What follows belongs to an exercise in optimizing a design on an open flow for small area, a short achievable clock period and few clock cycles; a production flow would make more cautious choices.
At most, simulation tests tie the RTL to the original design; equivalence was not proved.
No functional check of the RTL was part of runs 6 and 7.
Power and IR drop assume default switching activity.

$ cat flow/design.v
`timescale 1ns/1ps
module preset_rom (
    input  logic [2:0]             preset,
    input  logic [5-1:0] row,
    output logic [40-1:0]  pattern
);
    always_comb begin
        pattern = '0;
        case (preset)
            3'd1: begin
                case (row)
                    5'd0:    pattern = (40'(7'b1) << (40 - (1) - (1)));
                    5'd1:    pattern = (40'(7'b11) << (40 - (2) - (2)));
                    5'd2:    pattern = (40'(7'b11) << (40 - (1) - (2)));
                    default: pattern = '0;
                endcase
            end
            3'd2: begin
                case (row)
                    5'd13, 5'd17:        pattern = (40'(7'b10101) << (40 - (17) - (5)));
                    5'd14, 5'd15, 5'd16: pattern = (40'(7'b10001) << (40 - (17) - (5)));
                    default:             pattern = '0;
                endcase
            end
            3'd3: begin
                case (row)
                    5'd13, 5'd14: pattern = (40'(7'b11011) << (40 - (17) - (5)));
                    5'd15:        pattern = (40'(7'b01010) << (40 - (17) - (5)));
                    5'd16, 5'd17: pattern = (40'(7'b1010101) << (40 - (16) - (7)));
                    5'd18:        pattern = (40'(7'b1100011) << (40 - (16) - (7)));
                    default:      pattern = '0;
                endcase
            end
            default: pattern = '0;    
        endcase
    end
endmodule
`timescale 1ns/1ps
module life_row_rule (
    input  logic [40-1:0] above,
    input  logic [40-1:0] middle,
    input  logic [40-1:0] below,
    output logic [40-1:0] next
);
    localparam int C = 40;
    logic [C+1:0] l, h;
    assign l[0] = 1'b0;
    assign h[0] = 1'b0;
    assign l[C+1] = 1'b0;
    assign h[C+1] = 1'b0;
    for (genvar i = 0; i < C; i++) begin : g_col
        assign {h[i+1], l[i+1]} = 2'(above[i]) + 2'(middle[i]) + 2'(below[i]);
    end
    for (genvar i = 0; i < C; i += 2) begin : g_pair
        logic [1:0] ph;
        logic       p0, k, z0, z1, z2;
        assign {k, p0} = 2'(l[i+1]) + 2'(l[i+2]);
        assign ph      = 2'(h[i+1]) + 2'(h[i+2]) + 2'(k);
        assign z0      = (ph == 2'd0);
        assign z1      = (ph == 2'd1);
        assign z2      = (ph == 2'd2);
        assign next[i]   = rule(z0, z1, z2, h[i],   l[i],   p0, middle[i]);
        assign next[i+1] = rule(z0, z1, z2, h[i+3], l[i+3], p0, middle[i+1]);
    end
    function automatic logic rule(input logic z0, input logic z1, input logic z2,
                                  input logic v1, input logic v0, input logic p0,
                                  input logic m);
        logic w1, w2;
        w1   = v1 ? z0 : z1;
        w2   = v1 ? z1 : z2;
        rule = (w1 && ((p0 ^ v0) || (m && p0 && v0))) || (w2 && m && !p0 && !v0);
    endfunction
endmodule
`timescale 1ns/1ps
module life_engine (
    input  logic                   clk,
    input  logic                   reset_n,
    input  logic                   preset_load,
    input  logic [2:0]             preset_sel,
    input  logic                   toggle,
    input  logic [6-1:0] cell_x,
    input  logic [5-1:0] cell_y,
    input  logic                   step,
    input  logic                   rd_en,
    input  logic [5-1:0] rd_row,
    output logic                   busy,
    output logic                   rd_valid,
    output logic [40-1:0]  rd_data
);
    localparam int C = 40;
    localparam int R = 30;
    localparam int K = 6;       
    localparam int G = R / K;                
    logic         busy_q;
    logic         op_pre, op_tgl, op_stp, op_rd;    
    logic         run_pre, run_stp;   
    logic [G-1:0] ptr;                
    logic [2:0]   sel_q;
    logic [4:0]   xh_q;               
    logic [7:0]   xl_q;               
    logic [G-1:0] y_grp;              
    logic [K-1:0] y_off;              
    logic [K-1:0] row_hit;            
    logic         accept;
    assign accept = !busy_q && (preset_load || toggle || step || rd_en);
    assign busy   = busy_q;
    logic [G-1:0]           y_grp_d;
    logic [K-1:0]           y_off_d;
    logic [4:0]             xh_d;
    logic [7:0]             xl_d;
    always_comb begin
        y_grp_d = '0;
        y_off_d = '0;
        for (int g = 0; g < G; g++)
            for (int j = 0; j < K; j++)
                if (cell_y == 5'(g * K + j)) begin
                    y_grp_d[g] = 1'b1;
                    y_off_d[j] = 1'b1;
                end
        xh_d = '0;
        xl_d = '0;
        for (int h = 0; h < 5; h++)
            if (cell_x[5:3] == 3'(h)) xh_d[h] = 1'b1;
        for (int l = 0; l < 8; l++)
            if (cell_x[2:0] == 3'(l)) xl_d[l] = 1'b1;
    end
    always_ff @(posedge clk) begin
        if (!busy_q) begin
            sel_q <= preset_sel;
            xh_q  <= xh_d;
            xl_q  <= xl_d;
            y_grp <= y_grp_d;
            y_off <= y_off_d;
        end
    end
    logic [G-1:0] ptr_nx;
    assign ptr_nx = {ptr[G-2:0], ptr[G-1]};
    logic tgl_here;       
    logic tgl_next;       
    logic turn_end;       
    assign tgl_here = |(ptr & y_grp);
    assign tgl_next = |(ptr_nx & y_grp);
    assign turn_end = (run_pre || run_stp) && ptr[G-1];
    logic pre_nx, stp_nx, tgl_nx, run_pre_nx, run_stp_nx;
    assign pre_nx     = op_pre && !turn_end;
    assign stp_nx     = op_stp && !turn_end;
    assign tgl_nx     = op_tgl && !tgl_here;
    assign run_pre_nx = pre_nx && (run_pre || ptr_nx[0]);
    assign run_stp_nx = stp_nx && (run_stp || ptr_nx[0]);
    always_ff @(posedge clk or negedge reset_n) begin
        if (!reset_n) begin
            busy_q   <= 1'b0;
            op_pre   <= 1'b0;
            op_tgl   <= 1'b0;
            op_stp   <= 1'b0;
            op_rd    <= 1'b0;
            ptr      <= G'(1);
            rd_valid <= 1'b0;
        end else begin
            ptr      <= ptr_nx;
            rd_valid <= op_rd;
            if (accept) begin
                op_pre <= preset_load;
                op_tgl <= !preset_load && toggle;
                op_stp <= !preset_load && !toggle && step;
                op_rd  <= !preset_load && !toggle && !step && rd_en;
                busy_q <= 1'b1;
            end else begin
                op_pre <= pre_nx;
                op_tgl <= tgl_nx;
                op_stp <= stp_nx;
                op_rd  <= 1'b0;
                busy_q <= ((pre_nx || stp_nx) && !((run_pre_nx || run_stp_nx) && ptr_nx[G-1])) ||
                          (tgl_nx && !tgl_next);
            end
        end
    end
    always_ff @(posedge clk) begin
        if (accept) begin
            run_pre <= preset_load && ptr_nx[0];
            run_stp <= !preset_load && !toggle && step && ptr_nx[0];
            row_hit <= (!preset_load && toggle && |(ptr_nx & y_grp_d)) ? y_off_d : '0;
        end else begin
            run_pre <= run_pre_nx;
            run_stp <= run_stp_nx;
            row_hit <= (tgl_nx && tgl_next) ? y_off : '0;
        end
    end
    logic [R*C-1:0] grid;
    logic [C-1:0]   prev;      
    logic [C-1:0] head [0:K-1];
    for (genvar j = 0; j < K; j++) begin : g_head
        assign head[j] = grid[j*C +: C];
    end
    logic [C-1:0] above, below;
    assign above = prev;
    if (G > 2) begin : g_below
        logic [C-1:0] below_q;
        always_ff @(posedge clk) begin
            below_q <= ptr[G-2] ? '0 : grid[2*K*C +: C];
        end
        assign below = below_q;
    end else begin : g_below
        assign below = ptr[G-1] ? '0 : grid[K*C +: C];
    end
    logic [C-1:0] col_hit;
    for (genvar b = 0; b < C; b++) begin : g_colhit
        assign col_hit[b] = xh_q[(C - 1 - b) / 8] && xl_q[(C - 1 - b) % 8];
    end
    logic [K*C-1:0] eng_out;
    for (genvar j = 0; j < K; j++) begin : g_row
        logic [C-1:0] up, dn, nxt, pat, pass, keep;
        assign up = (j == 0)     ? above : head[(j == 0) ? 0 : j - 1];
        assign dn = (j == K - 1) ? below : head[(j == K - 1) ? 0 : j + 1];
        life_row_rule u_rule (
            .above  (up),
            .middle (head[j]),
            .below  (dn),
            .next   (nxt)
        );
        logic [C-1:0] pat_g [0:G-1];
        for (genvar g = 0; g < G; g++) begin : g_rom
            preset_rom u_rom (
                .preset  (sel_q),
                .row     (5'(g * K + j)),
                .pattern (pat_g[g])
            );
        end
        always_comb begin
            pat = '0;
            for (int g = 0; g < G; g++)
                pat = pat | (pat_g[g] & {C{ptr[g]}});
        end
        assign pass = head[j] ^ (row_hit[j] ? col_hit : '0);
        assign keep = run_pre ? pat : pass;
        assign eng_out[j*C +: C] = run_stp ? nxt : keep;
    end
    always_ff @(posedge clk) begin
        grid[(G-1)*K*C +: K*C] <= eng_out;
        for (int p = 0; p < G - 1; p++)
            grid[p*K*C +: K*C] <= grid[(p+1)*K*C +: K*C];
        prev <= ptr[G-1] ? '0 : head[K-1];
    end
    logic [R-1:0] rd_sel, rd_sel_d;
    logic [C-1:0] rd_word;
    always_comb begin
        rd_sel_d = '0;
        for (int p = 0; p < G; p++)
            for (int j = 0; j < K; j++)
                for (int v = 0; v < G; v++)
                    if (ptr_nx[v] && rd_row == 5'(((v + p) % G) * K + j))
                        rd_sel_d[p*K + j] = 1'b1;
    end
    always_ff @(posedge clk) begin
        rd_sel <= rd_sel_d;
    end
    always_comb begin
        rd_word = '0;
        for (int q = 0; q < R; q++)
            rd_word = rd_word | (grid[q*C +: C] & {C{rd_sel[q]}});
    end
    always_ff @(posedge clk) begin
        rd_data <= rd_word;
    end
endmodule
`timescale 1ns/1ps
module life_top (
    input  logic                   clk,
    input  logic                   reset_n,
    input  logic                   preset_load,
    input  logic [2:0]             preset_sel,
    input  logic                   toggle,
    input  logic [6-1:0] cell_x,
    input  logic [5-1:0] cell_y,
    input  logic                   step,
    input  logic                   rd_en,
    input  logic [5-1:0] rd_row,
    output logic                   busy,
    output logic                   rd_valid,
    output logic [40-1:0]  rd_data
);
    life_engine u_life_engine (
        .clk         (clk),
        .reset_n     (reset_n),
        .preset_load (preset_load),
        .preset_sel  (preset_sel),
        .toggle      (toggle),
        .cell_x      (cell_x),
        .cell_y      (cell_y),
        .step        (step),
        .rd_en       (rd_en),
        .rd_row      (rd_row),
        .busy        (busy),
        .rd_valid    (rd_valid),
        .rd_data     (rd_data)
    );
endmodule
$ cat flow/run.sh
#!/bin/bash
# synth_recipe.tcl (not shown) runs the flow's synth.tcl, then flattens the netlist and writes it again
# the make line also repeats each setting of config.mk as NAME=value (left out here)
make -C /OpenROAD-flow-scripts/flow DESIGN_CONFIG=/design/flow/config.mk WORK_HOME=/design/flow/orfs CLKGATE_MAP_FILE= SYNTH_SCRIPT=/design/flow/synth_recipe.tcl finish
$ cat flow/config.mk
export PLATFORM = sky130hd
export DESIGN_NAME = life_top
export DESIGN_NICKNAME = life_top
export VERILOG_FILES = /design/flow/design.v
export SDC_FILE = /design/flow/constraint.sdc
export NUM_CORES = 4
export LEC_CHECK = 0
export CAP_MARGIN = 20
export CORE_MARGIN = 2
export CORE_UTILIZATION = 40
export CTS_BUF_LIST = sky130_fd_sc_hd__clkbuf_8 sky130_fd_sc_hd__clkbuf_16
export CTS_CLUSTER_DIAMETER = 80
export CTS_CLUSTER_SIZE = 24
export SETUP_SLACK_MARGIN = 4.1
export SLEW_MARGIN = 20
$ cat flow/constraint.sdc
create_clock -name core_clock -period 7.0 [get_ports {clk}]
set_input_delay 1.4000 -clock core_clock [delete_from_list [all_inputs] [get_ports {clk}]]
set_output_delay 1.4000 -clock core_clock [all_outputs]
set_load 0.01 [all_outputs]
==> results of run 1 <==
## routing by layer
| layer | up-vias | share of wire [%] |
|---|---|---|
| met5 | - | 0.037 |
| met1 | 27430 | 41 |
| li1 | 23800 | - |
| met2 | 3255 | 44 |
| met4 | 14 | 5.1 |
| met3 | 719 | 11 |
## worst max-delay path, delay by kind of cell, from the launching register on
family / cells / cell delay (ps)
compound gates: 2 / 850
flops: 1 / 310
simple gates: 2 / 1590
buf+inv: 1 / 250
## Yosys cell counts (20+ instances only)
master	number	area share, %
a211oi_1	35	0.41
o41ai_1	21	0.28
o21a_1	71	0.82
o221ai_1	36	0.49
nand3b_1	20	0.23
o2111ai_1	53	0.72
or2_2	26	0.25
a22oi_1	594	6.9
xnor2_1	165	2.2
nand2b_1	52	0.50
nor3_1	107	0.83
nor4b_1	75	1.0
inv_1	118	0.68
nand2_1	455	2.6
o21ai_0	351	2.7
o22ai_1	43	0.42
o31ai_1	35	0.41
o211ai_1	92	1.1
a32oi_1	44	0.60
nand4_1	137	1.3
nand3_1	241	1.9
nor2_1	392	2.3
nor2b_1	96	0.93
a22o_1	50	0.68
clkbuf_1	233	1.4
a221oi_1	75	1.0
o311ai_0	44	0.60
dfxtp_1	1358	42
fa_1	360	11
a211o_1	68	0.92
edfxtp_1	27	1.3
buf_1	56	0.32
nor4_1	32	0.31
xor2_1	199	2.7
a21oi_1	161	1.2
ha_1	120	2.3
a31oi_1	77	0.74
or4_1	34	0.39
buf_2	42	0.32
## power breakdown
| part | internal [W] | switching (W) | leakage, nW | total (W) |
|---|---|---|---|---|
| registers | 0.00799 | 0.0000545 | 11.5 | 0.00804 |
| logic | 0.0000849 | 0.000450 | 14.0 | 0.000535 |
| clock network | 0.00229 | 0.00294 | 1.25 | 0.00523 |
## logic make-up after synthesis
group	share of synthesized area [%]
DFF	43.67
adders and majority gates	13.45
AOI/OAI and AO/OA	21.16
buffers and inverters	2.754
xor gates and xnor gates	4.924
and+or+nand+nor	13.98
muxes	0.06184
## registers in the layout (all words and copies together) (netlist names), 6 cells and up
name and flops:
u_life_engine.prev 40, u_life_engine.rd_data 40, u_life_engine.y_off 6, u_life_engine.grid 1200, u_life_engine.rd_sel 30, u_life_engine.row_hit 6, u_life_engine.xl_q 8, u_life_engine.g_below.below_q 40
## what timing repair did
item	in CTS	in global routing
endpoints found under the setup margin	156	151
buffers inserted	4	29
gates cloned	0	0
endpoints found under the hold margin	0	0
pin swaps	2	17
gates resized for setup	210	227
## path summary, 6_finish.rpt
| path | start | slack [ps] | to | depth (start not counted) |
|---|---|---|---|---|
| worst max register to register | u_life_engine.run_pre$_DFF_P_ | 3920 | u_life_engine.grid[1144]$_DFF_P_ | 5 |
| worst min-delay path | u_life_engine.grid[376]$_DFF_P_ | 340 | u_life_engine.grid[136]$_DFF_P_ | 0 |
| min in group asynchronous | reset_n | 990 | u_life_engine.op_rd$_DFF_PN0_ | 1 |
| worst min register to register | u_life_engine.grid[376]$_DFF_P_ | 340 | u_life_engine.grid[136]$_DFF_P_ | 0 |
| worst max-delay path | u_life_engine.run_pre$_DFF_P_ | 3920 | u_life_engine.grid[1144]$_DFF_P_ | 5 |
| max in group asynchronous | reset_n | 5640 | u_life_engine.ptr[4]$_DFF_PN0_ | 1 |
## layout make-up
| cell class | count | area share (%) |
|---|---|---|
| multi-input cells | 4560 | 49.30 |
| flip-flops and latches | 1396 | 40.72 |
| well taps | 2160 | 3.810 |
| clock buffers | 85 | 2.967 |
| repair buffers | 167 | 2.000 |
| inverters | 119 | 0.6368 |
| clock inverters | 35 | 0.5469 |
| diodes | 4 | 0.01411 |
## metrics by stage
stage	cell area (µm²)	worst slack (ps)	std cells	power [W]	hold slack, ps
floorplan	64750	4156	6410	0.008489	331.1
global placement	67440	3676	8369	0.008768	332.3
detailed placement	67450	3672	8369	0.008763	336.2
CTS	70220	3954	8493	0.01385	333.0
global route	70920	3951	8522	0.01412	339.8
finish	70930	3917	8526	0.01380	335.7
==> key figures, run 1 <==
GRT
  – Vias in the first global route: 52,400
  – Largest net degree at the start of global routing: between 60 and 70
  – Tot GR Track Use: between 20% and 30%
  – First-pass GRT wire length: 358.5 mm
  – Total grt overflow: 0
  – M2 GR Usage: between 40% and 50%
  – M3 GR Usage: under 10%
  – Met1 Usage GRT: about two fifths
  – Layer with the highest usage: met2
  – Initial antenna violation count: 15

Synthesis
  – Post-synth ARST share: 0.7880%
  – Net Count, Synth: between 6,000 and 7,000
  – Syn Area/Cell: approximately 10 µm²
  – Synth Flop Type: dfxtp_1
  – Number of synthesized register bits: 1,396
  – Post-synth EDFFs: 27
  – Register area share after synthesis: a little over two fifths
  – Library cells used by synthesis: 80
  – Cells after Synth: 6,410
  – Synthesized area: about 65,000 µm²
  – Yosys Warn Count: 11

STA
  – Tmin final: ~3100 ps
  – Slew @ Worst Pin: ~1200 ps
  – Slew headroom: approximately 18%
  – RSZ-0062 raised after global routing: yes
  – Clock skew: roughly 33 ps
  – Max-slew violation count: 0
  – # setup viols final: 0
  – Setup TNS: 0 ps
  – Post-route clock period utilization: about 44%
  – Final hold violation count: 0
  – Max Clk Rate: ~0.32 GHz

Run status
  – Status: no timing/DRC/antenna violations

Worst hold path
  – HP Class: reg2reg

Clocking
  – Clk slew on worst S/H paths: about 100 ps
  – Bufs on Longest Clock Path: 3
  – TritonCTS clock tree: built
  – Num CTS Buffers: slightly below 80
  – Hold Buf Count CTS: 0
  – Clock Latency Late Sink: approximately 750 ps
  – H-tree depth: 3
  – Clock root cell: clkbuf_16
  – Sink Count: roughly 1,400

Drt
  – Vias/cell: approximately 6.5
  – Post-DRT Antenna Nets: 0
  – Wire per inst: 29.29 µm
  – DRC viols: 0
  – Drt first pass iters: 6
  – Iter 0 DRT Violations: 6,779
  – Drt total wl: roughly 250 mm
  – Via count: between 50,000 and 60,000

Critical path
  – Worst Setup Start Kind: flip-flop
  – Crit Path Max Fanout: 26
  – Worst path slowest cell: nor2_4
  – CP Cell Sequence: buf_4 -> nor2_4 -> nand2_1 -> o21ai_0 -> a21o_1
  – Slowest cell delay on critical path: about 820 ps
  – Crit end category: flip-flop
  – CP Class: reg2reg
  – Data arrival, critical path: roughly 3800 ps
  – WP data required: ~7700 ps

Place
  – DP Wirelength: 161.7 mm
  – Placer Congestion: 0.9124
  – Port Buffers: 66

Power
  – VDD IR max: about 190 µV
  – PD cells: 194.6 nW/µm²
  – Leak: approximately 27 nW

Floorplanning
  – I/O pin count: 67
  – Die Y-Extent: approximately 410 µm
  – Full die area: between 150,000 and 200,000 µm²
  – Core area: roughly 160,000 µm²
  – Site row count: 147
  – Die W: approximately 410 µm
  – Initial Util: 40.32%

Finish
  – Nets: between 6,000 and 7,000
  – Fin util: 44.17%
  – Commonest non-fill, non-tap cell in the layout: dfxtp_1
  – Synthesis-to-layout area growth: 9.546%
  – Share of layout cells above drive strength 1: under 10%
  – Most frequent cells in the layout: dfxtp_1, a22oi_1, nand2_1
  – Area used by multi-input combinational logic: about 35,000 µm²
  – Fill cells: around 15,000
  – Storage cell area: 28,880 µm²

Flow run
  – Max Cap Viol: 0
Testbench counts, summed over its fixed seeds: cycles 4,592.
==> run 2: changes to the inputs <==
==> flow/config.mk (replaced) <==
export PLATFORM = sky130hd
export DESIGN_NAME = life_top
export DESIGN_NICKNAME = life_top
export VERILOG_FILES = /design/flow/design.v
export SDC_FILE = /design/flow/constraint.sdc
export NUM_CORES = 4
export LEC_CHECK = 0
export CAP_MARGIN = 20
export CORE_MARGIN = 2
export CORE_UTILIZATION = 40
export CTS_CLUSTER_DIAMETER = 100
export CTS_CLUSTER_SIZE = 20
export SETUP_SLACK_MARGIN = 4.25
export SLEW_MARGIN = 20
==> key figures, run 2 <==
Finish
  – Nets: about 7,000
  – Synthesis-to-layout area growth: 12.13%
  – Most flops, register: u_life_engine.grid
  – Commonest non-fill, non-tap cell in the layout: dfxtp_1
  – Most frequent cells in the layout: dfxtp_1, a22oi_1, nand2_1
  – Largest register FFs: roughly 1,200
  – Share of layout cells above drive strength 1: about 14%

Critical path
  – Data arrival, critical path: roughly 3400 ps
  – Crit Path Max Fanout: 95
  – Worst R2R Setup Slack: ~4200 ps
  – Crit end category: flip-flop
  – CP Class: reg2reg
  – WP data required: between 7000 and 8000 ps
  – Worst Setup Start Kind: flip-flop

Place
  – Port Buffers: 66
  – Placer Congestion: approximately 0.9
  – DP Wirelength: between 150 and 200 mm

Synthesis
  – Yosys Warn Count: 11
  – Synth top area share: a little over two fifths
  – Net Count, Synth: 6,915
  – Syn Area/Cell: 10.10 µm²
  – Post-synth ARST share: less than 1%
  – Number of synthesized register bits: roughly 1,400
  – Mux cell area share after synthesis: 0.06184%
  – Post-Synth XOR/XNOR Area: between 4 and 5%
  – Library cells used by synthesis: 80
  – Top cells by count, synth: dfxtp_1, a22oi_1, nand2_1
  – Count leader, synth: dfxtp_1
  – Synth Flop Type: dfxtp_1
  – Main combinational cell family by area after synthesis: compound AO/OA/AOI/OAI gates
  – Simple-Gate Fraction of Synth Area: ~14%
  – Register area share after synthesis: between 40% and 50%
  – Synthesized area: approximately 65,000 µm²
  – Adder-cell share of the synthesized area: 13.45%
  – Largest area contributor in the netlist: dfxtp_1
  – Area contributors post-synth: dfxtp_1, fa_1, a22oi_1
  – Compound-Gate Fraction of Synth Area: a little over a fifth
  – Cells after Synth: 6,410
  – Post-synth EDFFs: 27

Floorplanning
  – Site row count: approximately 150
  – Full die area: around 170,000 µm²
  – I/O pin count: between 60 and 70
  – Die Y-Extent: ~410 µm
  – Die W: around 400 µm
  – Core area: about 160,000 µm²
  – Initial Util: ~40%

Clocking
  – H-tree depth: 3
  – Clk slew on worst S/H paths: 90 ps
  – Num CTS Buffers: 81
  – TritonCTS clock tree: built
  – Bufs on Longest Clock Path: 3
  – Clock root cell: clkbuf_16
  – Sink Count: around 1,400
  – Clock Latency Late Sink: roughly 740 ps

STA
  – Max Clk Rate: between 0.3 and 0.4 GHz
  – # setup viols final: 0
  – Max-slew violation count: 0
  – Final hold violation count: 0
  – Post-route clock period utilization: about two fifths
  – Clock skew: ~28 ps
  – Setup TNS: 0 ps
  – Slew headroom: around 18%
  – Slew @ Worst Pin: between 1000 and 1500 ps
  – Worst hold margin: around 330 ps
  – Tmin final: between 2000 and 3000 ps
  – RSZ-0062 raised after global routing: yes

Drt
  – Drt first pass iters: 6
  – Iter 0 DRT Violations: ~6,400
  – Via count: ~56,000
  – Wire per inst: 29.28 µm
  – Drt total wl: 252.7 mm
  – Vias/cell: around 6.5
  – Post-DRT Antenna Nets: 0
  – DRC viols: 0

GRT
  – Initial antenna violation count: 16
  – First-pass GRT wire length: ~360 mm
  – Total grt overflow: 0
  – Largest net degree at the start of global routing: approximately 130
  – Vias in the first global route: 52,950
  – Tot GR Track Use: roughly 30%

Worst hold path
  – HP Class: reg2reg

Flow run
  – Max Cap Viol: 0

Power
  – VDD IR max: about 180 µV
  – Leak: between 20 and 30 nW
  – PD cells: ~190 nW/µm²

Run status
  – Status: no timing/DRC/antenna violations
-- run 2: layer usage --
| layer | vias to the layer above | share of wire [%] | GRT usage, % |
|---|---|---|---|
| met5 | - | 0.0047 | 0 |
| met4 | 2 | 5.6 | 14.10 |
| met3 | 781 | 11 | 7.321 |
| met2 | 3377 | 43 | 45.19 |
| met1 | 27720 | 40 | 39.32 |
| li1 | 24000 | - | - |
-- run 2: logic make-up after synthesis --
logic type               count (synthesis)
AO/OA/AOI/OAI                         1933
XOR/XNOR                               364
adder cells (fa/ha/maj)                480
buffers and inverters                  454
flip-flops                            1396
multiplexers                             4
AND/OR/NAND/NOR                       1779
-- run 2: timing repair --
item | in CTS | in global routing
pin swaps | 22 | 71
gates cloned | 1 | 1
hold buffers | 0 | 0
gates resized for setup | 505 | 317
setup buffers | 37 | 119
setup endpoints to repair | 229 | 177
-- run 2: final timing paths --
path | startpoint | end | cells after the start
worst min-delay path | u_life_engine.grid[240]$_DFF_P_ | u_life_engine.grid[0]$_DFF_P_ | 0
worst min register to register | u_life_engine.grid[240]$_DFF_P_ | u_life_engine.grid[0]$_DFF_P_ | 0
min in group asynchronous | reset_n | u_life_engine.ptr[4]$_DFF_PN0_ | 1
worst max register to register | u_life_engine.run_stp$_DFF_P_ | u_life_engine.grid[1074]$_DFF_P_ | 6
max in group asynchronous | reset_n | u_life_engine.ptr[3]$_DFF_PN0_ | 1
worst max-delay path | u_life_engine.run_stp$_DFF_P_ | u_life_engine.grid[1074]$_DFF_P_ | 6
-- run 2: metrics by stage --
stage | worst slack [ps] | cell area (µm²) | power [W] | utilization, % | std cells
after floorplan | 4250 | 64750 | 0.008489 | - | 6410
after global placement | 3657 | 67480 | 0.008773 | 42.02 | 8366
after detailed placement | 3613 | 67480 | 0.008774 | 42.02 | 8366
after CTS | 4132 | 70790 | 0.01362 | 44.09 | 8505
after global routing | 4135 | 72600 | 0.01392 | 45.21 | 8628
final | 4215 | 72600 | 0.01360 | 45.22 | 8630
-- run 2: layout make-up --
class	count	area (µm²)
fill	15030	87970
multi-input combinational	4562	35630
sequential	1396	29130
tap	2160	2703
timing repair buffer	288	2412
clock buffer	94	2181
inverter	119	451.7
clock inverter	7	91.34
antenna	4	10.01
-- run 2: power by group --
part,switching (W),total [W],internal [W]
combinational,0.000484,0.000590,0.000106
sequential,0.0000348,0.00799,0.00795
clock,0.00277,0.00502,0.00225
total,0.00329,0.0136,0.0103
-- run 2: critical path, cell delays in order (launching register included) --
cell	delay (ps)
dfxtp_4	690
inv_6	430
buf_12	430
or4b_4	650
nor4b_4	220
a21oi_1	80
o41ai_2	100
==> run 3: changes to the inputs <==
--- a/flow/config.mk
+++ b/flow/config.mk
@@ -7,7 +7,7 @@
 export LEC_CHECK = 0
 export CAP_MARGIN = 20
 export CORE_MARGIN = 2
-export CORE_UTILIZATION = 40
+export CORE_UTILIZATION = 65
 export CTS_CLUSTER_DIAMETER = 100
 export CTS_CLUSTER_SIZE = 20
 export SETUP_SLACK_MARGIN = 4.25
==> key figures, run 3 <==
Run status
  – Status: no timing/DRC/antenna violations

Floorplanning
  – Site row count: roughly 120
  – Die Y-Extent: 319.6 µm
  – Core area: roughly 100,000 µm²
  – Initial Util: between 60 and 70%
  – Full die area: 102,200 µm²
  – I/O pin count: 67
  – Die W: approximately 320 µm

Critical path
  – Crit end category: flip-flop
  – Slowest cell delay on critical path: roughly 1100 ps
  – Data arrival, critical path: about 3400 ps
  – Crit Path Max Fanout: 23
  – WP data required: 7520 ps
  – Worst path slowest cell: dfxtp_2
  – CP Cell Sequence: nand2_1 -> o311ai_0
  – Crit path depth: 2
  – FF-to-FF path depth: 2
  – Worst Setup Start Kind: flip-flop
  – Crit-path leading delay family: flip-flops
  – CP Class: reg2reg
  – Buf+Inv Stages, Crit Path: 0

Synthesis
  – Net Count, Synth: 6,915
  – Adder-cell share of the synthesized area: approximately 13%
  – Synth top area share: 41.99%
  – Register area share after synthesis: a little over two fifths
  – Top cells by count, synth: dfxtp_1, a22oi_1, nand2_1
  – Main combinational cell family by area after synthesis: compound AO/OA/AOI/OAI gates
  – Area contributors post-synth: dfxtp_1, fa_1, a22oi_1
  – Post-synth ARST share: less than 1%
  – Synth Flop Type: dfxtp_1
  – Compound-Gate Fraction of Synth Area: 21.16%
  – Library cells used by synthesis: 80
  – Synthesized area: between 60,000 and 70,000 µm²
  – Post-Synth XOR/XNOR Area: approximately 5%
  – Post-synth EDFFs: 27
  – Cells after Synth: ~6,400
  – Syn Area/Cell: 10.10 µm²
  – Count leader, synth: dfxtp_1
  – Largest area contributor in the netlist: dfxtp_1
  – Yosys Warn Count: 11
  – Number of synthesized register bits: between 1,000 and 1,500
  – Mux cell area share after synthesis: less than 1%
  – Simple-Gate Fraction of Synth Area: 13.98%

Finish
  – Largest register FFs: 1,200
  – Synthesis-to-layout area growth: 9.660%
  – Most flops, register: u_life_engine.grid
  – Non-Filler Instances: slightly below 8,000
  – Fill cells: 7,254
  – Nets: approximately 7,000
  – Commonest non-fill, non-tap cell in the layout: dfxtp_1
  – Most frequent cells in the layout: dfxtp_1, a22oi_1, nand2_1
  – Share of layout cells above drive strength 1: a little over an eighth

Drt
  – Drt total wl: 235.2 mm
  – Via count: ~56,000
  – Post-DRT Antenna Nets: 0
  – DRC viols: 0
  – Wire per inst: approximately 30 µm
  – Vias/cell: about 7.3
  – Iter 0 DRT Violations: just over 8,000
  – Drt first pass iters: 10

GRT
  – Total grt overflow: 0
  – Tot GR Track Use: approximately 45%
  – Vias in the first global route: 53,470
  – First-pass GRT wire length: 341.4 mm
  – Largest net degree at the start of global routing: 93
  – Initial antenna violation count: 7

Power
  – Sw Pwr: about 0.0032 W
  – Reg power frac: roughly three fifths
  – Combinational power share: around 4.4%
  – Share of total power in the clock network: 35.6%
  – Sw Share: 23.73%
  – PD cells: between 150 and 200 nW/µm²
  – Leak: 26.79 nW
  – VDD IR max: roughly 210 µV
  – Int Power: between 0.01 and 0.015 W

STA
  – Final hold violation count: 0
  – Setup TNS: 0 ps
  – Max Clk Rate: approximately 0.35 GHz
  – Clock skew: between 40 and 50 ps
  – Slew @ Worst Pin: roughly 1200 ps
  – Tmin final: between 2000 and 3000 ps
  – Max-slew violation count: 0
  – Post-route clock period utilization: 41.10%
  – RSZ-0062 raised after global routing: yes
  – Slew headroom: between 20% and 30%
  – # setup viols final: 0

Clocking
  – Hold Buf Count CTS: 0
  – Sink Count: ~1,400
  – H-tree depth: 3
  – Bufs on Longest Clock Path: 3
  – Clock Latency Late Sink: 710 ps
  – Clock root cell: clkbuf_16
  – TritonCTS clock tree: built
  – Num CTS Buffers: between 70 and 80
  – Clk slew on worst S/H paths: 80 ps

Place
  – Placer Congestion: a little under 1
  – DP Wirelength: 150.5 mm
  – Placed Instances: 7,499
  – Port Buffers: 66

Worst hold path
  – HP Class: reg2reg
  – Hold-critical path depth: 0

Flow run
  – Max Cap Viol: 0
==> run 3: cell type report <==
class                   count  area [µm²]  area share (%)
multi-input cells        4561       35710           50.30
flip-flops and latches   1396       29010           40.86
repair buffers            259        2121           2.987
diodes                      7       17.52         0.02467
clock buffers              91        2074           2.922
well taps                1287        1610           2.268
inverters                 119       451.7          0.6362
==> run 3: power by group through the flow <==
stage	Clock, W	Combinational, W	Sequential (W)
after floorplan	0	0.000249	0.00824
after global placement	0	0.000514	0.00825
after detailed placement	0	0.000517	0.00825
after CTS	0.00470	0.000521	0.00803
after global routing	0.00501	0.000574	0.00800
final	0.00474	0.000579	0.00799
==> run 3: stage by stage <==
stage	total power, W	hold WS [ps]	instance area (µm²)	worst slack (ps)	utilization [%]
after CTS	0.01326	326.0	69160	4181	70.16
final	0.01331	327.5	71000	4123	72.04
after detailed placement	0.008770	335.9	66330	3656	67.30
after floorplan	0.008489	330.6	64750	4250	-
after global placement	0.008767	332.6	66330	3702	67.30
after global routing	0.01358	333.9	70980	4177	72.02
==> run 3: cell families after synthesis <==
| family | Yosys count |
|---|---|
| XOR/XNOR | 364 |
| AND/OR/NAND/NOR | 1779 |
| multiplexers | 4 |
| adder cells (fa/ha/maj) | 480 |
| buffers and inverters | 454 |
| flip-flops | 1396 |
| AO/OA/AOI/OAI | 1933 |
==> run 3: worst paths after layout <==
check                                                 startpoint                               end  slack (ps)
worst min-delay path             u_life_engine.grid[311]$_DFF_P_    u_life_engine.grid[71]$_DFF_P_         330
max in group asynchronous                                reset_n    u_life_engine.ptr[3]$_DFF_PN0_        5580
worst max-delay path            u_life_engine.row_hit[4]$_DFF_P_  u_life_engine.grid[1134]$_DFF_P_        4120
min in group asynchronous                                reset_n    u_life_engine.busy_q$_DFF_PN0_        1040
worst max register to register  u_life_engine.row_hit[4]$_DFF_P_  u_life_engine.grid[1134]$_DFF_P_        4120
worst min register to register   u_life_engine.grid[311]$_DFF_P_    u_life_engine.grid[71]$_DFF_P_         330
==> run 3: metal layers <==
metal | vias up | GRT usage [%] | wire length, µm | part of all wire (%)
met3 | 975 | 14.38 | 34620 | 15
met4 | 4 | 25.96 | 15490 | 6.6
li1 | 23930 | - | - | -
met1 | 27010 | 59.01 | 86770 | 37
met5 | - | 0 | 46 | 0.020
met2 | 4294 | 64.65 | 98220 | 42
==> run 3: repair_timing <==
item / CTS / global route
buffers inserted: 18 / 104
pin swaps: 21 / 90
resized for setup: 406 / 346
setup endpoints to repair: 197 / 179
cloned: 1 / 0
==> run 4: changes to the inputs <==
--- a/flow/config.mk
+++ b/flow/config.mk
@@ -7,7 +7,7 @@
 export LEC_CHECK = 0
 export CAP_MARGIN = 20
 export CORE_MARGIN = 2
-export CORE_UTILIZATION = 65
+export CORE_UTILIZATION = 55
 export CTS_CLUSTER_DIAMETER = 100
 export CTS_CLUSTER_SIZE = 20
 export SETUP_SLACK_MARGIN = 4.25
==> key figures, run 4 <==
Drt
  – Met2 Routed Length: 106.0 mm
  – Drt first pass iters: 6
  – Drt total wl: 246.7 mm
  – Wire per inst: 30.99 µm
  – DRC viols: 0
  – Post-DRT Antenna Nets: 0
  – Via count: about 55,000
  – Routed metal-1 wire length: ~98 mm
  – Vias/cell: a little under 7
  – Highest routed layer: met5
  – Met3 wire len: 29.47 mm
  – Iter 0 DRT Violations: ~6,900

STA
  – Slew @ Worst Pin: about 1100 ps
  – Max-slew violation count: 0
  – Final hold violation count: 0
  – RSZ-0062 raised after global routing: yes
  – Clock skew: 29.04 ps
  – # setup viols final: 0
  – Max Clk Rate: approximately 0.36 GHz
  – Worst hold margin: roughly 340 ps
  – Post-route clock period utilization: 39.79%
  – Slew headroom: 27.85%
  – Setup TNS: 0 ps
  – Tmin final: about 2800 ps

Synthesis
  – Net Count, Synth: just under 7,000
  – Largest area contributor in the netlist: dfxtp_1
  – Library cells used by synthesis: 80
  – Register area share after synthesis: 43.67%
  – Simple-Gate Fraction of Synth Area: between 10% and 20%
  – Count leader, synth: dfxtp_1
  – Post-Synth XOR/XNOR Area: slightly below 5%
  – Synthesized area: 64,750 µm²
  – Area contributors post-synth: dfxtp_1, fa_1, a22oi_1
  – Adder-cell share of the synthesized area: 13.45%
  – Main combinational cell family by area after synthesis: compound AO/OA/AOI/OAI gates
  – Cells after Synth: 6,410
  – Compound-Gate Fraction of Synth Area: a little over a fifth
  – Syn Area/Cell: around 10 µm²
  – Mux cell area share after synthesis: less than 1%
  – Synth top area share: 41.99%
  – Post-synth ARST share: less than 1%
  – Top cells by count, synth: dfxtp_1, a22oi_1, nand2_1
  – Post-synth EDFFs: 27
  – Number of synthesized register bits: 1,396
  – Yosys Warn Count: 11
  – Synth Flop Type: dfxtp_1

Critical path
  – Data arrival, critical path: ~3300 ps
  – WP data required: 7550 ps
  – Worst Setup Start Kind: flip-flop
  – Buf+Inv Stages, Crit Path: 1
  – Slowest cell delay on critical path: approximately 530 ps
  – CP Cell Sequence: buf_4 -> fa_1 -> ha_1 -> fa_1 -> nand2_1 -> o21ai_0 -> nand2_1 -> o21ai_0 -> o41ai_1
  – Reg2Reg Launch Point: u_life_engine.grid[147]$_DFF_P_
  – CP Class: reg2reg
  – Crit end category: flip-flop
  – Crit-path leading delay family: adder cells
  – Worst path slowest cell: fa_1
  – CP startpoint: u_life_engine.grid[147]$_DFF_P_
  – Crit Path Max Fanout: 5

Clocking
  – Clk slew on worst S/H paths: ~90 ps
  – Clock root cell: clkbuf_16
  – Num CTS Buffers: 80
  – Hold Buf Count CTS: 0
  – Clock Latency Late Sink: a little over 700 ps
  – Bufs on Longest Clock Path: 3
  – TritonCTS clock tree: built
  – Sink Count: 1,396
  – H-tree depth: 3

Power
  – Leak: ~27 nW
  – PD cells: between 150 and 200 nW/µm²
  – Overall power: 0.01351 W
  – VDD IR max: ~190 µV

Run status
  – Status: no timing/DRC/antenna violations

Worst hold path
  – HP Class: reg2reg
  – Hold Crit Start: u_life_engine.grid[405]$_DFF_P_

Finish
  – Commonest non-fill, non-tap cell in the layout: dfxtp_1
  – Nets: slightly below 7,000
  – Most frequent cells in the layout: dfxtp_1, a22oi_1, nand2_1
  – Synthesis-to-layout area growth: 10.36%
  – Share of layout cells above drive strength 1: between 10% and 20%
  – Largest register FFs: between 1,000 and 1,500
  – Post-route cell area: just over 70,000 µm²
  – Fill cells: slightly below 10,000
  – Most flops, register: u_life_engine.grid
  – Non-Filler Instances: between 7,000 and 8,000

Floorplanning
  – Die Y-Extent: around 350 µm
  – I/O pin count: between 60 and 70
  – Site row count: approximately 130
  – Die W: 347.1 µm
  – Initial Util: between 50 and 60%
  – Core area: approximately 120,000 µm²
  – Full die area: roughly 120,000 µm²

Place
  – Placer Congestion: slightly above 0.9
  – Port Buffers: 66
  – Area after DPL: roughly 67,000 µm²
  – Placed Instances: ~7,700
  – DP Wirelength: between 150 and 200 mm

Flow run
  – Max Cap Viol: 0

GRT
  – Largest net degree at the start of global routing: 106
  – Tot GR Track Use: 39.78%
  – Initial antenna violation count: 15
  – Total grt overflow: 0
  – Vias in the first global route: ~52,000
  – First-pass GRT wire length: ~350 mm
## run 4: cell counts after synthesis
No cell type changed its count.
## run 4: stage by stage
step / utilization, % / worst slack, ps
after floorplan: - / 4250
after detailed placement: 57.25 / 3647
after global placement: 57.25 / 3661
final: 61.33 / 4214
after global routing: 61.32 / 4151
after CTS: 59.97 / 4181
## run 4: final timing paths
| check | to | slack, ps | cells past startpoint |
|---|---|---|---|
| setup / recovery | u_life_engine.grid[1146]$_DFF_P_ | 4210 | 9 |
| hold / removal | u_life_engine.grid[165]$_DFF_P_ | 340 | 0 |
| setup reg to reg | u_life_engine.grid[1146]$_DFF_P_ | 4210 | 9 |
| hold reg to reg | u_life_engine.grid[165]$_DFF_P_ | 340 | 0 |
| max in group asynchronous | u_life_engine.ptr[4]$_DFF_PN0_ | 5600 | 1 |
| min in group asynchronous | u_life_engine.busy_q$_DFF_PN0_ | 1030 | 1 |
## run 4: metal layers
metal  vias up  track usage [%]
met3       693            11.05
met2      3418            59.50
met5         -           0.2801
met1     27140            53.23
li1      23930                -
met4        14            19.01
## run 4: repair_timing
item / CTS / global route
pin swaps: 22 / 78
gates resized for setup: 456 / 306
endpoints found under the setup margin: 225 / 173
setup buffers: 25 / 94
cloned: 1 / 0
## run 4: logic make-up after synthesis
family                     after synthesis
AOI/OAI and AO/OA                     1933
and+or+nand+nor                       1779
DFF                                   1396
adders and majority gates              480
buffers and inverters                  454
xor gates and xnor gates               364
muxes                                    4
## run 4: layout make-up
| cell class | instances | area (µm²) | share of cell area [%] |
|---|---|---|---|
| multi-input combinational | 4561 | 35640 | 49.87 |
| sequential | 1396 | 29080 | 40.70 |
| clock buffer | 93 | 2167 | 3.033 |
| timing repair buffer | 259 | 2132 | 2.984 |
| tap | 1524 | 1907 | 2.669 |
| inverter | 119 | 454.2 | 0.6356 |
| clock inverter | 6 | 72.57 | 0.1016 |
| antenna | 2 | 5.005 | 0.007004 |
## run 4: report_power, final
| group | leakage, nW | switching [W] | internal, W | total [W] |
|---|---|---|---|---|
| clock | 1.10 | 0.00273 | 0.00223 | 0.00496 |
| sequential | 11.5 | 0.0000273 | 0.00796 | 0.00798 |
| combinational | 14.3 | 0.000479 | 0.0000943 | 0.000574 |
| total | 26.9 | 0.00323 | 0.0103 | 0.0135 |
==> run 5: changes to the inputs <==
--- a/flow/config.mk
+++ b/flow/config.mk
@@ -10,5 +10,5 @@
 export CORE_UTILIZATION = 55
 export CTS_CLUSTER_DIAMETER = 100
 export CTS_CLUSTER_SIZE = 20
-export SETUP_SLACK_MARGIN = 4.25
+export SETUP_SLACK_MARGIN = 4.35
 export SLEW_MARGIN = 20
==> key figures, run 5 <==
Run status
  – Status: no timing/DRC/antenna violations

Synthesis
  – Cells after Synth: approximately 6,400
  – Synth top area share: about two fifths
  – Library cells used by synthesis: 80
  – Simple-Gate Fraction of Synth Area: roughly 14%
  – Register area share after synthesis: ~44%
  – Synthesized area: between 60,000 and 70,000 µm²
  – Syn Area/Cell: a little over 10 µm²
  – Largest area contributor in the netlist: dfxtp_1
  – Post-synth EDFFs: 27
  – Area contributors post-synth: dfxtp_1, fa_1, a22oi_1
  – Number of synthesized register bits: between 1,000 and 1,500
  – Adder-cell share of the synthesized area: 13.45%
  – Synth Flop Type: dfxtp_1
  – Mux cell area share after synthesis: less than 1%
  – Yosys Warn Count: 11
  – Top cells by count, synth: dfxtp_1, a22oi_1, nand2_1
  – Compound-Gate Fraction of Synth Area: a little over a fifth
  – Main combinational cell family by area after synthesis: compound AO/OA/AOI/OAI gates
  – Count leader, synth: dfxtp_1
  – Post-synth ARST share: 0.7880%
  – Post-Synth XOR/XNOR Area: 4.924%
  – Net Count, Synth: 6,915

Finish
  – Area used by multi-input combinational logic: ~37,000 µm²
  – Synthesis-to-layout area growth: 14.08%
  – Most frequent cells in the layout: dfxtp_1, a22oi_1, nand2_1
  – Commonest non-fill, non-tap cell in the layout: dfxtp_1
  – Nets: about 7,000
  – Fill cells: approximately 9,400
  – Share of layout cells above drive strength 1: 18.93%
  – Largest register FFs: 1,200
  – Storage cell area: 29,210 µm²
  – Most flops, register: u_life_engine.grid

Critical path
  – Worst Setup Start Kind: flip-flop
  – WP data required: roughly 7600 ps
  – Crit end category: flip-flop
  – CP Class: reg2reg
  – Worst R2R Setup Slack: about 4300 ps
  – Crit Path Max Fanout: 4
  – FF-to-FF path depth: 6
  – Data arrival, critical path: roughly 3300 ps

Drt
  – Vias/cell: 6.971
  – Post-DRT Antenna Nets: 0
  – DRC viols: 0
  – Drt first pass iters: 9
  – Iter 0 DRT Violations: 7,521
  – Wire per inst: roughly 31 µm
  – Drt total wl: between 200 and 300 mm
  – Via count: 56,670

Place
  – DP Wirelength: 158.1 mm
  – Placer Congestion: between 0.9 and 1
  – Port Buffers: 66

Floorplanning
  – Core area: 116,500 µm²
  – Die Y-Extent: 347.1 µm
  – Full die area: around 120,000 µm²
  – Site row count: 125
  – Die W: approximately 350 µm
  – Initial Util: between 50% and 60%
  – I/O pin count: 67

STA
  – Worst hold margin: 324.1 ps
  – Final hold violation count: 0
  – Tmin final: 2711 ps
  – # setup viols final: 0
  – Setup TNS: 0 ps
  – RSZ-0062 raised after global routing: yes
  – Clock skew: about 37 ps
  – Max Clk Rate: 0.3688 GHz
  – Slew headroom: approximately 25%
  – Slew @ Worst Pin: 1118 ps
  – Post-route clock period utilization: between 30% and 40%
  – Max-slew violation count: 0

GRT
  – Tot GR Track Use: 40.28%
  – Total grt overflow: 0
  – Initial antenna violation count: 13
  – Vias in the first global route: 52,420
  – First-pass GRT wire length: around 360 mm
  – Largest net degree at the start of global routing: 80

Power
  – VDD IR max: about 240 µV
  – Leak: about 28 nW
  – PD cells: 182.8 nW/µm²

Worst hold path
  – HP Class: reg2reg
  – Hold-critical path depth: 0

Clocking
  – Bufs on Longest Clock Path: 3
  – Num CTS Buffers: 80
  – H-tree depth: 3
  – Clock Latency Late Sink: 710 ps
  – TritonCTS clock tree: built
  – Clock root cell: clkbuf_16
  – Sink Count: 1,396
  – Clk slew on worst S/H paths: approximately 80 ps

Flow run
  – Max Cap Viol: 0
## run 5: cell counts after synthesis
No cell type changed its count.
## run 5: final cells by class
type                            instances  share of cell area, %
Antenna cell                            1               0.003388
Clock buffer                           95                  2.931
Clock inverter                          7                0.09994
Inverter                              119                 0.6149
Multi-Input combinational cell       4562                  49.50
Sequential cell                      1396                  39.55
Tap cell                             1524                  2.582
Timing Repair Buffer                  426                  4.719
## run 5: kinds of logic (layout without fill, tap and decap cells)
group / count (synthesis) / count (layout)
buffers and inverters: 454 / 647
and+or+nand+nor: 1779 / 1781
muxes: 4 / 4
xor gates and xnor gates: 364 / 364
DFF: 1396 / 1396
other: 0 / 1
adders and majority gates: 480 / 480
AOI/OAI and AO/OA: 1933 / 1933
## run 5: path summary, 6_finish.rpt
path,from,to
max in group asynchronous,reset_n,u_life_engine.ptr[3]$_DFF_PN0_
setup reg to reg,u_life_engine.grid[115]$_DFF_P_,u_life_engine.grid[1075]$_DFF_P_
min in group asynchronous,reset_n,u_life_engine.rd_valid$_DFF_PN0_
hold / removal,u_life_engine.grid[382]$_DFF_P_,u_life_engine.grid[142]$_DFF_P_
setup / recovery,u_life_engine.grid[115]$_DFF_P_,u_life_engine.grid[1075]$_DFF_P_
hold reg to reg,u_life_engine.grid[382]$_DFF_P_,u_life_engine.grid[142]$_DFF_P_
## run 5: what timing repair did
action / CTS / global route
endpoints found under the setup margin: 265 / 215
resized for setup: 700 / 434
endpoints found under the hold margin: 0 / 0
cloned: 3 / 0
buffers inserted: 117 / 167
pin swaps: 78 / 208
hold buffers: 0 / 0
## run 5: where the power goes
part	switching [W]	internal, W
clock	0.00273	0.00223
sequential	0.0000339	0.00794
combinational	0.000489	0.0000868
## run 5: through the flow
stage | setup WS, ps | power (W) | std cells | util (%) | cell area (µm²)
4_1_cts | 4251 | 0.01351 | 7962 | 61.01 | 71090
2_1_floorplan | 4350 | 0.008489 | 6410 | - | 64820
6_report | 4289 | 0.01350 | 8130 | 63.39 | 73860
5_1_grt | 4223 | 0.01381 | 8129 | 63.39 | 73860
3_5_place_dp | 3573 | 0.008781 | 7740 | 57.31 | 66780
3_3_place_gp | 3616 | 0.008780 | 7740 | 57.31 | 66780
## run 5: critical path: stages, from the launching register on
cell	delay (ps)
dfxtp_4	370
fa_2	620
ha_4	150
fa_2	450
or4b_4	560
buf_6	140
o311ai_4	320
## run 5: metal layers
layer | GRT usage (%) | part of all wire (%)
met4 | 19.63 | 5.7
met2 | 59.37 | 42
met3 | 11.06 | 12
met5 | 0.5602 | 0.050
met1 | 54.54 | 39
==> run 6: changes to the inputs <==
--- a/flow/design.v
+++ b/flow/design.v
@@ -94,6 +94,7 @@
     logic         busy_q;
     logic         op_pre, op_tgl, op_stp, op_rd;    
     logic         run_pre, run_stp;   
+    logic [K-1:0] run_pre_r, run_stp_r;    
     logic [G-1:0] ptr;                
     logic [2:0]   sel_q;
     logic [4:0]   xh_q;               
@@ -147,6 +148,8 @@
     assign tgl_nx     = op_tgl && !tgl_here;
     assign run_pre_nx = pre_nx && (run_pre || ptr_nx[0]);
     assign run_stp_nx = stp_nx && (run_stp || ptr_nx[0]);
+    assign run_pre    = run_pre_r[0];
+    assign run_stp    = run_stp_r[0];
     always_ff @(posedge clk or negedge reset_n) begin
         if (!reset_n) begin
             busy_q   <= 1'b0;
@@ -176,13 +179,20 @@
         end
     end
     always_ff @(posedge clk) begin
+        for (int j = 0; j < K; j++) begin
+            if (accept) begin
+                run_pre_r[j] <= preset_load && ptr_nx[0];
+                run_stp_r[j] <= !preset_load && !toggle && step && ptr_nx[0];
+            end else begin
+                run_pre_r[j] <= pre_nx && (run_pre_r[j] || ptr_nx[0]);
+                run_stp_r[j] <= stp_nx && (run_stp_r[j] || ptr_nx[0]);
+            end
+        end
+    end
+    always_ff @(posedge clk) begin
         if (accept) begin
-            run_pre <= preset_load && ptr_nx[0];
-            run_stp <= !preset_load && !toggle && step && ptr_nx[0];
             row_hit <= (!preset_load && toggle && |(ptr_nx & y_grp_d)) ? y_off_d : '0;
         end else begin
-            run_pre <= run_pre_nx;
-            run_stp <= run_stp_nx;
             row_hit <= (tgl_nx && tgl_next) ? y_off : '0;
         end
     end
@@ -232,8 +242,8 @@
                 pat = pat | (pat_g[g] & {C{ptr[g]}});
         end
         assign pass = head[j] ^ (row_hit[j] ? col_hit : '0);
-        assign keep = run_pre ? pat : pass;
-        assign eng_out[j*C +: C] = run_stp ? nxt : keep;
+        assign keep = run_pre_r[j] ? pat : pass;
+        assign eng_out[j*C +: C] = run_stp_r[j] ? nxt : keep;
     end
     always_ff @(posedge clk) begin
         grid[(G-1)*K*C +: K*C] <= eng_out;
--- a/flow/config.mk
+++ b/flow/config.mk
@@ -7,8 +7,8 @@
 export LEC_CHECK = 0
 export CAP_MARGIN = 20
 export CORE_MARGIN = 2
-export CORE_UTILIZATION = 55
+export CORE_UTILIZATION = 40
 export CTS_CLUSTER_DIAMETER = 100
 export CTS_CLUSTER_SIZE = 20
-export SETUP_SLACK_MARGIN = 4.35
+export SETUP_SLACK_MARGIN = 4.25
 export SLEW_MARGIN = 20
==> key figures, run 6 <==
Floorplanning
  – Die W: between 400 and 500 µm
  – I/O pin count: 67
  – Full die area: between 150,000 and 200,000 µm²
  – Core area: approximately 160,000 µm²
  – Die Y-Extent: ~410 µm
  – Site row count: about 150
  – Initial Util: between 40% and 50%

Power
  – PD cells: around 180 nW/µm²
  – Leak: between 20 and 30 nW
  – VDD IR max: 198.8 µV
  – Overall power: 0.01324 W

Run status
  – Status: no timing/DRC/antenna violations

Critical path
  – Worst path slowest cell: fa_2
  – Worst R2R Setup Slack: ~4200 ps
  – CP Class: reg2reg
  – Slowest cell delay on critical path: just over 600 ps
  – Crit end category: flip-flop
  – Reg2reg end: u_life_engine.grid[1144]$_DFF_P_
  – Reg2Reg Launch Point: u_life_engine.grid[185]$_DFF_P_
  – WP data required: 7620 ps
  – FF-to-FF path depth: 9
  – Buf+Inv Stages, Crit Path: 1
  – Worst Setup Start Kind: flip-flop
  – Most frequent CP cell: fa_2
  – Crit-path leading delay family: adder cells
  – Data arrival, critical path: approximately 3400 ps
  – CP Cell Sequence: buf_6 -> fa_2 -> ha_4 -> fa_2 -> and3b_1 -> or4_4 -> nand4_1 -> o21ai_1 -> a21o_1
  – Crit Path Max Fanout: 3

Synthesis
  – Synth Flop Type: dfxtp_1
  – Top cells by count, synth: dfxtp_1, a22oi_1, nand2_1
  – Cells after Synth: between 6,000 and 7,000
  – Syn Area/Cell: 10.08 µm²
  – Largest area contributor in the netlist: dfxtp_1
  – Post-synth ARST share: less than 1%
  – Register area share after synthesis: around 43%
  – Number of synthesized register bits: roughly 1,400
  – Count leader, synth: dfxtp_1
  – Synth top area share: a little over two fifths
  – Post-synth EDFFs: 27
  – Yosys Warn Count: 11
  – Synthesized area: 65,530 µm²
  – Library cells used by synthesis: 85
  – Area contributors post-synth: dfxtp_1, fa_1, a22oi_1
  – Net Count, Synth: ~7,000

Drt
  – Iter 0 DRT Violations: 7,026
  – DRC viols: 0
  – Via count: 55,670
  – Vias/cell: 6.363
  – Wire per inst: around 29 µm
  – Drt total wl: 251.5 mm
  – Post-DRT Antenna Nets: 0
  – Drt first pass iters: 7

Clocking
  – Num CTS Buffers: 84
  – Sink Count: ~1,400
  – H-tree depth: 3
  – Clock root cell: clkbuf_16
  – Hold Buf Count CTS: 0
  – Bufs on Longest Clock Path: 3
  – Clk slew on worst S/H paths: roughly 90 ps
  – Clock Latency Late Sink: between 700 and 800 ps
  – TritonCTS clock tree: built

Flow run
  – Max Cap Viol: 0

Place
  – Placement Setup Slack: approximately 3600 ps
  – Placer Congestion: around 0.94
  – Port Buffers: 66
  – DP Wirelength: approximately 170 mm

STA
  – Max-slew violation count: 0
  – RSZ-0062 raised after global routing: yes
  – Post-route clock period utilization: 39.61%
  – Setup ws final: roughly 4200 ps
  – Final hold violation count: 0
  – # setup viols final: 0
  – Max Clk Rate: ~0.36 GHz
  – Slew @ Worst Pin: between 1000 and 1500 ps
  – Clock skew: about 46 ps
  – Slew headroom: about 15%
  – Setup TNS: 0 ps
  – Tmin final: 2773 ps

Finish
  – Nets: ~7,100
  – Area used by multi-input combinational logic: 36,420 µm²
  – Most flops, register: u_life_engine.grid
  – Fill cells: roughly 15,000
  – Share of layout cells above drive strength 1: roughly 14%
  – Synthesis-to-layout area growth: 12.10%
  – Largest register FFs: between 1,000 and 1,500
  – Storage cell area: between 20,000 and 30,000 µm²
  – Most frequent cells in the layout: dfxtp_1, a22oi_1, nand2_1
  – Commonest non-fill, non-tap cell in the layout: dfxtp_1

GRT
  – Initial antenna violation count: 19
  – Largest net degree at the start of global routing: 55
  – Total grt overflow: 0
  – Tot GR Track Use: 28.97%
  – Vias in the first global route: roughly 53,000
  – First-pass GRT wire length: around 360 mm

Worst hold path
  – Hold-critical path depth: 0
  – Hold Path Sink: u_life_engine.grid[140]$_DFF_P_
  – Hold Crit Start: u_life_engine.grid[380]$_DFF_P_
  – HP Class: reg2reg
## run 6: cell types whose count changed after synthesis, moves of 30 or more
| cell | change |
|---|---|
| nor2_1 | -45 |
| xnor2_1 | +62 |
| nor2b_1 | +44 |
| a32oi_1 | -32 |
| nor4b_1 | -30 |
| nand3b_1 | +56 |
| nand3_1 | -35 |
| clkbuf_1 | +37 |
| a31oi_1 | -40 |
| nand2_1 | +32 |
## run 6: area by class of cell
class                           instances  share of cell area, %
Sequential cell                      1406                  39.88
Multi-Input combinational cell       4665                  49.58
Clock buffer                           95                  2.976
Antenna cell                            7                0.02385
Tap cell                             2175                  3.705
Timing Repair Buffer                  277                  3.037
Clock inverter                         13                 0.2282
Inverter                              111                 0.5672
## run 6: report_power, final
group / internal, W / total [W] / switching (W) / leakage (nW)
Sequential: 0.00797 / 0.00799 / 0.0000159 / 11.6
Clock: 0.00226 / 0.00514 / 0.00288 / 1.15
Combinational: 0.0000467 / 0.000112 / 0.0000655 / 14.2
Total: 0.0103 / 0.0132 / 0.00296 / 27.0
## run 6: how the worst max path moves through the flow
stage / start / to / slack [ps] / depth (start not counted)
after detailed placement: cell_y[3] / u_life_engine.row_hit[5]$_DFF_P_ / 3620 / 6
final: u_life_engine.grid[185]$_DFF_P_ / u_life_engine.grid[1144]$_DFF_P_ / 4230 / 9
after global placement: cell_y[2] / u_life_engine.row_hit[5]$_DFF_P_ / 3670 / 6
after CTS: u_life_engine.busy_q$_DFF_PN0_ / busy / 4050 / 1
after global routing: u_life_engine.grid[68]$_DFF_P_ / u_life_engine.grid[988]$_DFF_P_ / 4140 / 8
after floorplan: u_life_engine.grid[74]$_DFF_P_ / u_life_engine.grid[1074]$_DFF_P_ / 4250 / 6
## run 6: what timing repair did
action,CTS,global route
setup endpoints to repair,198,155
buffers inserted,37,98
pin swaps,44,102
resized for setup,481,343
## run 6: layer usage
layer | vias up | global-route usage [%] | share of wire (%)
met4 | 8 | 12.90 | 4.9
met2 | 3207 | 44.59 | 44
met3 | 696 | 6.415 | 10
met1 | 27670 | 38.91 | 41
met5 | - | 0 | 0.034
li1 | 24100 | - | -
## run 6: kinds of logic (layout without fill, tap and decap cells)
kind of cell / count (synthesis) / after routing / share of synthesized area (%)
DFF: 1406 / 1406 / 43.45
xor gates and xnor gates: 423 / 423 / 5.653
muxes: 5 / 5 / 0.08019
other: 0 / 7 / 0
adders and majority gates: 480 / 480 / 13.29
AOI/OAI and AO/OA: 1834 / 1834 / 19.49
and+or+nand+nor: 1923 / 1923 / 15.52
buffers and inverters: 431 / 496 / 2.518
## run 6: stage by stage
step	cell area, µm²	util [%]	hold slack [ps]	instances
floorplan	65550	-	330.5	6502
global placement	68350	41.99	332.6	8499
detailed placement	68350	41.99	334.6	8499
CTS	71730	44.07	334.8	8644
global route	73440	45.12	335.3	8742
finish	73460	45.13	335.8	8749
==> run 7: changes to the inputs <==
--- a/flow/config.mk
+++ b/flow/config.mk
@@ -10,5 +10,5 @@
 export CORE_UTILIZATION = 40
 export CTS_CLUSTER_DIAMETER = 100
 export CTS_CLUSTER_SIZE = 20
-export SETUP_SLACK_MARGIN = 4.25
+export SETUP_SLACK_MARGIN = 4.4
 export SLEW_MARGIN = 20
==> key figures, run 7 <==
Floorplanning
  – Full die area: 167,100 µm²
  – I/O pin count: between 60 and 70
  – Core area: 162,800 µm²
  – Die Y-Extent: between 400 and 500 µm
  – Site row count: ~150
  – Die W: approximately 410 µm
  – Initial Util: 40.26%

STA
  – Setup TNS: 0 ps
  – Tmin final: 2653 ps
  – Setup ws final: between 4000 and 5000 ps
  – Clock skew: just over 40 ps
  – # setup viols final: 0
  – Slew headroom: between 15 and 20%
  – Post-route clock period utilization: roughly 38%
  – Slew @ Worst Pin: around 1300 ps
  – Max-slew violation count: 0
  – Max Clk Rate: about 0.38 GHz
  – Final hold violation count: 0
  – RSZ-0062 raised after global routing: yes

Critical path
  – Worst R2R Setup Slack: around 4300 ps
  – Worst Setup Start Kind: flip-flop
  – Buf+Inv Stages, Crit Path: 1
  – CP startpoint: u_life_engine.busy_q$_DFF_PN0_
  – FF-to-FF path depth: 8
  – Reg2reg end: u_life_engine.grid[1004]$_DFF_P_
  – Crit Path Max Fanout: 2
  – Crit end category: primary output
  – Worst path slowest cell: dfrtp_1
  – Crit-path leading delay family: flip-flops
  – Data arrival, critical path: about 1300 ps
  – Slowest cell delay on critical path: 390 ps
  – CP Cell Sequence: buf_2
  – CP Class: reg2out
  – Reg2Reg Launch Point: u_life_engine.grid[85]$_DFF_P_
  – Crit path depth: 1
  – Setup crit end: busy
  – WP data required: about 5600 ps

Synthesis
  – Register area share after synthesis: between 40% and 50%
  – Cells after Synth: between 6,000 and 7,000
  – Syn Area/Cell: 10.08 µm²
  – Synth Flop Type: dfxtp_1
  – Net Count, Synth: 7,007
  – Library cells used by synthesis: 85
  – Top cells by count, synth: dfxtp_1, a22oi_1, nand2_1
  – Count leader, synth: dfxtp_1
  – Number of synthesized register bits: about 1,400
  – Synthesized area: around 66,000 µm²
  – Largest area contributor in the netlist: dfxtp_1
  – Post-synth ARST share: 0.7824%
  – Synth top area share: 41.79%
  – Yosys Warn Count: 11
  – Post-synth EDFFs: 27
  – Area contributors post-synth: dfxtp_1, fa_1, a22oi_1

Place
  – Placement Setup Slack: 3639 ps
  – Placer Congestion: a little over 0.9
  – Port Buffers: 66
  – Placed Instances: about 8,500
  – DP Wirelength: between 150 and 200 mm

Drt
  – Vias/cell: 6.337
  – Drt first pass iters: 8
  – Wire per inst: roughly 28 µm
  – Post-DRT Antenna Nets: 0
  – Iter 0 DRT Violations: between 6,000 and 7,000
  – DRC viols: 0
  – Drt total wl: ~260 mm
  – Via count: 57,290

Finish
  – Largest register FFs: 1,200
  – Non-Filler Instances: roughly 9,000
  – Synthesis-to-layout area growth: 18.16%
  – Commonest non-fill, non-tap cell in the layout: dfxtp_1
  – Nets: about 7,300
  – Share of layout cells above drive strength 1: a little under a quarter
  – Most frequent cells in the layout: dfxtp_1, a22oi_1, nand2_1
  – Most flops, register: u_life_engine.grid
  – Fin util: between 40% and 50%
  – Fill cells: about 15,000

GRT
  – Vias in the first global route: 54,250
  – Total grt overflow: 0
  – Initial antenna violation count: 11
  – Largest net degree at the start of global routing: 63
  – Tot GR Track Use: 29.12%
  – First-pass GRT wire length: 363.5 mm

Clocking
  – Num CTS Buffers: between 80 and 90
  – Clk slew on worst S/H paths: about 90 ps
  – TritonCTS clock tree: built
  – Bufs on Longest Clock Path: 3
  – Clock root cell: clkbuf_16
  – Clock Latency Late Sink: 730 ps
  – Hold Buf Count CTS: 0
  – Sink Count: between 1,000 and 1,500
  – H-tree depth: 3

Worst hold path
  – Hold-critical path depth: 0
  – Hold Crit Start: u_life_engine.grid[589]$_DFF_P_
  – HP Class: reg2reg

Power
  – Leak: roughly 28 nW
  – VDD IR max: between 150 and 200 µV
  – PD cells: roughly 170 nW/µm²

Flow run
  – Max Cap Viol: 0

Run status
  – Status: no timing/DRC/antenna violations
## run 7: cell counts after synthesis
No cell type changed its count.
## run 7: metrics by stage
step | cell area [µm²] | total power, W | hold WS [ps]
global placement | 68560 | 0.008344 | 331.0
detailed placement | 68560 | 0.008348 | 334.3
floorplan | 65830 | 0.008306 | 328.1
finish | 77430 | 0.01340 | 330.6
global route | 77420 | 0.01373 | 334.9
CTS | 73730 | 0.01343 | 325.7
## run 7: power breakdown
group	switching (W)	internal, W	leakage (nW)
clock	0.00289	0.00242	1.21
sequential	0.0000172	0.00795	11.7
combinational	0.0000650	0.0000500	15.6
total	0.00297	0.0104	28.4
## run 7: cell type report
cell class                 instances  area, µm²  area share, %
timing repair buffer             563       4398          5.680
antenna                            4      10.01        0.01293
clock inverter                    10      161.4         0.2084
inverter                         111      419.2         0.5413
tap                             2175       2721          3.514
multi-input combinational       4665      37980          49.05
sequential                      1406      29430          38.01
clock buffer                     106       2311          2.984
## run 7: per-layer routing
| metal | vias to the layer above | track usage (%) | share of wire, % |
|---|---|---|---|
| met1 | 28560 | 38.24 | 40 |
| met2 | 3267 | 45.24 | 44 |
| met5 | - | 0 | 0.025 |
| met4 | 10 | 14.19 | 5.9 |
| li1 | 24690 | - | - |
| met3 | 765 | 6.519 | 10 |
## run 7: worst min path at each step
stage,endpoint,slack (ps)
CTS,u_life_engine.grid[349]$_DFF_P_,330
detailed placement,u_life_engine.grid[17]$_DFF_P_,330
global route,u_life_engine.grid[349]$_DFF_P_,330
floorplan,u_life_engine.grid[113]$_DFF_P_,330
finish,u_life_engine.grid[349]$_DFF_P_,330
global placement,u_life_engine.grid[144]$_DFF_P_,330
## run 7: logic make-up (layout without fill, tap and decap cells)
logic type,after synthesis,count (layout),synth area share [%]
flip-flops,1406,1406,43.45
XOR/XNOR,423,423,5.653
buffers and inverters,431,790,2.518
adder cells (fa/ha/maj),480,480,13.29
AO/OA/AOI/OAI,1834,1834,19.49
multiplexers,5,5,0.08019
other,0,4,0
AND/OR/NAND/NOR,1923,1923,15.52
## run 7: worst register-to-register path, delay by kind of cell, from the launching register on
family | cells | cell delay (ps)
xor+xnor | 1 | 150
fa+ha+maj | 3 | 1370
flops | 1 | 390
compound gates | 4 | 650
## run 7: what timing repair did
action,CTS,global route
setup endpoints to repair,251,220
cloned,0,0
gates resized for setup,796,500
setup buffers,179,244
pin swaps,151,352

-- static timing again, ports no longer ideal --
How much do the figures lean on ideal ports? The routed layouts below were timed once more, with nothing changed but the port constraints. Step 1, drivers: a clkbuf_16 drives clk and a buf_2 each remaining input, both assumed. Step 2 adds t to the input delays and takes it off the output delays; t is the mean of the earliest and latest rising clock arrival at the registers after step 1. Input paths then give back, and output paths get back, about the clock's delay inside the block. Slacks: ideal / step 1 / step 2; pairs: ideal / step 1.
run | shift t [ns] | setup WS [ns] | clock arrival spread, ns | slew at the worst register clock pin (ns)
run 1 | 0.811 | 3.917 / 3.917 / 3.659 | 0.041 / 0.041 | 0.10 / 0.10
run 2 | 0.803 | 4.215 / 4.212 / 3.686 | 0.032 / 0.031 | 0.10 / 0.10
run 3 | 0.763 | 4.123 / 4.123 / 3.704 | 0.049 / 0.048 | 0.10 / 0.10
run 4 | 0.788 | 4.214 / 4.195 / 3.705 | 0.031 / 0.031 | 0.10 / 0.10
run 5 | 0.770 | 4.289 / 4.264 / 3.783 | 0.043 / 0.043 | 0.10 / 0.10
run 6 | 0.799 | 4.227 / 4.188 / 3.628 | 0.053 / 0.054 | 0.10 / 0.10
run 7 | 0.790 | 4.347 / 4.270 / 3.782 | 0.043 / 0.043 | 0.10 / 0.10
After both steps setup and hold are still met in every run listed. For run 6, which loses most, drivers alone change the setup slack by -0.039 ns; drivers and shift together by -0.599 ns.
